Source: an optimization exercise on an open RTL-to-GDS flow (aim: small area). Production flows keep margins and buffers that such runs may drop. In this exercise RTL edits were held to simulation tests only and were not proved equivalent to the original. Power is estimated from default activity; no workload was simulated.

## the baseline
## rv32i_exec_top
module rv32i_exec_top
#(
    parameter logic [31:0] RESET_PC = 32'h0000_0000
) (
    input  logic        clk,
    input  logic        arst_n,
    input  logic        instr_valid,
    input  logic [31:0] instr,
    output logic [31:0] pc,
    output logic        wb_valid,
    output logic [4:0]  wb_rd,
    output logic [31:0] wb_data
);
    logic [6:0] opc;
    logic [2:0] f3;
    logic [4:0] rs1, rs2, rd;
    assign opc = instr[6:0];
    assign f3  = instr[14:12];
    assign rs1 = instr[19:15];
    assign rs2 = instr[24:20];
    assign rd  = instr[11:7];
    logic is_lui, is_auipc, is_jal, is_jalr, is_br, is_imm, is_reg;
    assign is_lui   = (opc == 7'b0110111);
    assign is_auipc = (opc == 7'b0010111);
    assign is_jal   = (opc == 7'b1101111);
    assign is_jalr  = (opc == 7'b1100111);
    assign is_br    = (opc == 7'b1100011);
    assign is_imm   = (opc == 7'b0010011);
    assign is_reg   = (opc == 7'b0110011);
    logic writes;
    assign writes = instr_valid & (is_lui | is_auipc | is_jal | is_jalr | is_imm | is_reg)
                  & (rd != 5'd0);
    logic use_rs1, use_rs2, use_pc, use_iimm, use_uimm;
    assign use_rs1  = ~(opc[4] & opc[2]);             
    assign use_pc   = ~opc[5] & opc[4] & opc[2];      
    assign use_rs2  = opc[5] & ~opc[2];               
    assign use_iimm = (~opc[5] & ~opc[2]) | (opc[6] & opc[2] & ~opc[3]);  
    assign use_uimm = opc[4] & opc[2];                
    logic [31:0] i_imm, u_imm;
    assign i_imm = {{21{instr[31]}}, instr[30:20]};
    assign u_imm = {instr[31:12], 12'h000};
  ...
Size: about 4,100 cells after synthesis, about 110 I/O pins, roughly 48,000 um2 of cells after synthesis.
==> flow/config.mk <==
export PLATFORM = sky130hd
export DESIGN_NAME = rv32i_exec_top
export DESIGN_NICKNAME = rv32i_exec_top
export VERILOG_FILES = /design/flow/design.v
export SDC_FILE = /design/flow/constraint.sdc
export NUM_CORES = 8
export LEC_CHECK = 0
export CAP_MARGIN = 20
export CORE_MARGIN = 2
export CORE_UTILIZATION = 30
export SETUP_SLACK_MARGIN = 0.2
export SLEW_MARGIN = 20
==> flow/constraint.sdc <==
create_clock -name core_clock -period 10.0 [get_ports {clk}]
set_input_delay 2.0000 -clock core_clock [delete_from_list [all_inputs] [get_ports {clk}]]
set_output_delay 2.0000 -clock core_clock [all_outputs]
set_load 0.01 [all_outputs]
standard.sh (not shown) runs the stock make flow with config.mk's settings and CLKGATE_MAP_FILE= SYNTH_SCRIPT=/design/flow/synth_recipe.tcl, a recipe that flattens the netlist after the stock synthesis.
==> flow/flow/run.sh <==
#!/bin/bash
# Own layout flow: the standard ORFS flow (standard.sh), with
#  - the register file's gate modules given one sky130 cell each (map_cells.py)
#  - synthesis as synth_recipe.tcl does it, but ABC run with an area-oriented script
#  - a denser floorplan, smaller clock buffers and no CTS dummy loads
set -euo pipefail
HERE=$(pwd)
FD=$HERE/flow

python3 $FD/map_cells.py $HERE/design.v $HERE/design_mapped.v > $HERE/map_cells.log 2>&1

# synthesis script: ORFS's synth.tcl with only the final abc script swapped
sed "s|log_cmd abc {\*}\$abc_args|set abc_args [lreplace \$abc_args 1 1 $FD/abc_area.script]\n  log_cmd abc {*}\$abc_args|" \
    $FLOW_HOME/scripts/synth.tcl > $HERE/my_synth_body.tcl
grep -q "abc_area.script\]" $HERE/my_synth_body.tcl
sed "s|source \$::env(SCRIPTS_DIR)/synth.tcl|source $HERE/my_synth_body.tcl|" $HERE/synth_recipe.tcl > $HERE/my_synth.tcl
grep -q my_synth_body $HERE/my_synth.tcl

source $FD/settings.sh

bash standard.sh VERILOG_FILES=$HERE/design_mapped.v SYNTH_SCRIPT=$HERE/my_synth.tcl "${MAKE_ARGS[@]}" ${FLOW_TARGET:-finish} > $HERE/flow_make.log 2>&1
Other scripts of this flow, unchanged in this note and not shown: flow/flow/abc_area.script, flow/flow/map_cells.py, flow/flow/settings.sh
The baseline completed; timing, DRC and antenna clean
For the candidate, these inputs were changed with respect to the baseline:
-- flow/design.v --
<<< the baseline, line 277
    end
    assign shout = ~st[5];
    logic [31:0] pc4, tgt, pc_d;
    logic [31:0] timm;
    logic        t_co;
>>> the candidate, line 277
    end
    assign shout = ~st[5];
    logic [31:0] pc4, tgt, npc, pc_d;
    logic [31:0] timm;
    logic        t_co;
<<< the baseline, line 295
    end
    assign pc4[1:0] = pc_q[1:0];
    logic np_jalr, np_tgt, np_seq, np_hold;
    logic [31:0] jalr_tgt;
    assign np_jalr  = instr_valid & is_jalr;
    assign np_tgt   = instr_valid & (is_jal | (is_br & taken));
    assign np_seq   = instr_valid & ~is_jalr & ~(is_jal | (is_br & taken));
    assign np_hold  = ~instr_valid;
    assign jalr_tgt = {sum[31:1], 1'b0};
    for (genvar b = 0; b < 32; b++) begin : g_npc
        logic t3_n;
        rf_aoi222 u_aoi (
            .a1(np_jalr), .a2(jalr_tgt[b]),
            .b1(np_tgt),  .b2(tgt[b]),
            .c1(np_seq),  .c2(pc4[b]),
            .y(t3_n));
        assign pc_d[b] = ~(t3_n & ~(np_hold & pc_q[b]));
    end
    logic [31:1] pc_hi;
    logic        pc_lo;
>>> the candidate, line 295
    end
    assign pc4[1:0] = pc_q[1:0];
    always_comb begin
        if (is_jalr)                       npc = {sum[31:1], 1'b0};
        else if (is_jal | (is_br & taken)) npc = tgt;
        else                               npc = pc4;
    end
    assign pc_d = instr_valid ? npc : pc_q;
    logic [31:1] pc_hi;
    logic        pc_lo;
- On fraction of layout instances using a drive strength above 1, the candidate tracks the baseline almost exactly.
- From the baseline to the candidate the numbers moved as follows: setup slack climbed 0.26 ns; post-route core utilization went up.
- Taking the baseline as the reference, in the candidate final hold slack stayed essentially flat, clock share of power fell by 0.3 points, combinational cell fraction of total power rose by 0.9 points.

port drivers added, routing unchanged:
The flow's constraints put no driver on any port. The routed layouts listed below were extracted and timed again, unchanged, in two steps.
Step 1 sets driving cells, clkbuf_16 on the clock port and buf_2 on the other inputs (assumed; they add their load-dependent delay and slew).
Step 2, shift: input delay + t, output delay - t, t = (earliest + latest rising clock arrival at the registers) / 2. This alone moves slack from input paths to output paths.
Slacks: no drivers / after step 1 / after step 2; pairs: no drivers / after step 1.
run | shift t [ns] | setup slack, ns | hold slack, ns | pins driven straight from the clock port
the baseline | 0.863 | 0.231 / 0.287 / -0.575 | 0.475 / 0.475 / 0.475 | 1
the candidate | 0.857 | 0.489 / 0.544 / -0.313 | 0.477 / 0.477 / 0.477 | 1
With both steps, setup timing fails in the baseline and the candidate, where it was met with ideal ports. The setup slack of the baseline, which loses most, moves by +0.056 ns with the drivers and by -0.806 ns with both steps.
